Source: an optimization exercise on an open RTL-to-GDS flow (aim: small area, a short achievable clock period and few clock cycles per item). Production flows keep margins and buffers that such runs may drop.
The RTL was checked by simulation tests, not by an equivalence proof against the original design.
Power figures rest on the tool's default switching activity, not on a simulated workload.

// pkt_match_top
module pkt_match_top
(
  input  logic                                        clk_net,
  input  logic                                        rst,
  input  logic                                        in_vld,
  output logic                                        in_rdy,
  input  logic                                        in_sop,
  input  logic                                        in_eop,
  input  logic [3-1:0]                        in_length,
  input  logic [8*8-1:0]                 in_data,
  input  logic [4-1:0]                   type_word,
  input  logic [$clog2(8)-1:0]           type_off,
  input  logic [4*8-1:0]                 type_value,
  input  logic [4-1:0]                  sym_valid,
  input  logic [4*4-1:0]   sym_word,
  input  logic [4*8*8-1:0] sym_value,
  input  logic [4*4-1:0]        sym_buffer,
  input  logic                                        out_rdy,
  output logic                                        out_vld,
  output logic                                        out_sop,
  output logic                                        out_eop,
  output logic [3-1:0]                        out_length,
  output logic [8*8-1:0]                 out_data,
  output logic                                        out_hit,
  output logic [4-1:0]                        out_buffer
);
==> flow/config.mk <==
export PLATFORM = sky130hd
export DESIGN_NAME = pkt_match_top
export DESIGN_NICKNAME = pkt_match_top
export VERILOG_FILES = /design/flow/design.v
export SDC_FILE = /design/flow/constraint.sdc
export NUM_CORES = 4
export LEC_CHECK = 0
export CAP_MARGIN = 20
export CORE_MARGIN = 2
export CORE_UTILIZATION = 40
export SETUP_SLACK_MARGIN = 1.8
export SLEW_MARGIN = 20
==> flow/constraint.sdc <==
create_clock -name core_clock -period 4.5 [get_ports {clk_net}]
set_input_delay 0.9000 -clock core_clock [delete_from_list [all_inputs] [get_ports {clk_net}]]
set_output_delay 0.9000 -clock core_clock [all_outputs]
set_load 0.01 [all_outputs]
run.sh (not shown) runs the stock make flow with config.mk's settings and CLKGATE_MAP_FILE= SYNTH_SCRIPT=/design/flow/synth_recipe.tcl, a recipe that flattens the netlist after the stock synthesis.
The baseline went through all stages and came out clean.
Testbench counts at the start, summed over its fixed seeds: cycles 17,517, words 13,509.
Change:
--- a/flow/config.mk
+++ b/flow/config.mk
@@ -9,4 +9,3 @@
 export CORE_MARGIN = 2
 export CORE_UTILIZATION = 40
-export SETUP_SLACK_MARGIN = 1.8
 export SLEW_MARGIN = 20
=> Wire length decreases by a few percent; die area stays the same; via count decreases by a few percent; synthesized cell count is unchanged; core utilization decreases by 4.0 points.
Change:
--- a/flow/config.mk
+++ b/flow/config.mk
@@ -6,6 +6,8 @@
 export NUM_CORES = 4
 export LEC_CHECK = 0
+export ABC_CLOCK_PERIOD_IN_PS = 2000
 export CAP_MARGIN = 20
 export CORE_MARGIN = 2
 export CORE_UTILIZATION = 40
+export SETUP_SLACK_MARGIN = 2.5
 export SLEW_MARGIN = 20
Outcome: The changed run completed without violations; sequential share of layout area goes down by 3.2 points; final cell count goes up by a few percent; global-route usage increases by 2.4 points; design area climbs by a few percent; setup slack improves by 0.72 ns; via count climbs by a little under a tenth; power hardly moves.

---

pkt_match_top, a different RTL version from the one above (not shown whole).
Size: about 680 flip-flops, ~480 I/O pins.
export LEC_CHECK = 0
export CAP_MARGIN = 20
export CORE_MARGIN = 2
export CORE_UTILIZATION = 55
export CTS_CLUSTER_DIAMETER = 100
export CTS_CLUSTER_SIZE = 25
export SETUP_SLACK_MARGIN = 2.7
export SLEW_MARGIN = 20
create_clock -name core_clock -period 4.5 [get_ports {clk_net}]
standard.sh (not shown) runs the stock make flow with config.mk's settings and CLKGATE_MAP_FILE= SYNTH_SCRIPT=/design/flow/synth_recipe.tcl, a recipe that flattens the netlist after the stock synthesis.
==> flow/flow/run.sh <==
#!/bin/bash
cp standard.sh standard_sh.txt
cp synth_recipe.tcl synth_recipe_tcl.txt
export BUFFER_PORTS_ARGS="-buffer_cell sky130_fd_sc_hd__buf_1"
bash standard.sh > standard.log 2>&1
The baseline went through all stages and came out clean.
Testbench counts at the start, summed over its fixed seeds: cycles 17,426, words 13,509.
Next try:
- SETUP_SLACK_MARGIN: 2.7 -> 2.5
Utilization drops by 0.70 points; routed wire length is about the same; design area drops by about 1.1%; hold slack barely changes; setup slack loses 0.030 ns; via count climbs by about 1.2%; total power hardly moves; final cell count drops by 0.39%; first-iteration DRC count climbs by about 30%; global-route usage drops by 0.35 points; non-clock buffer count drops by 12.

[what the ideal ports hide]
The flow's constraints put no driver on any port. The routed layouts listed below were extracted and timed again, unchanged, in two steps.
Step 1: set_driving_cell puts a clkbuf_16 on clk_net and a buf_2 on each other input, an assumption about the parent block.
Step 2 also shifts input and output timing later by t, the mid clock arrival at the registers, as if the neighbouring blocks saw the same clock.
Slacks: no drivers / after step 1 / after step 2; pairs: no drivers / after step 1.
run | t (ns) | slack for setup (ns) | worst slew at a driven data input, ns
the first run of note 1 | 0.679 | 1.242 / 1.242 / 1.161 | 0.13
the second run of note 1 | 0.673 | 0.491 / 0.491 / 0.491 | 0.15
the third run of note 1 | 0.680 | 1.215 / 1.215 / 1.215 | 0.16
the first run of note 2 | 0.669 | 2.485 / 2.424 / 2.062 | 0.13
the second run of note 2 | 0.673 | 2.455 / 2.415 / 1.831 | 0.12
After both steps setup and hold are still met in every run listed. For the second run of note 2, which loses most, drivers alone change the setup slack by -0.040 ns; drivers and shift together by -0.624 ns.
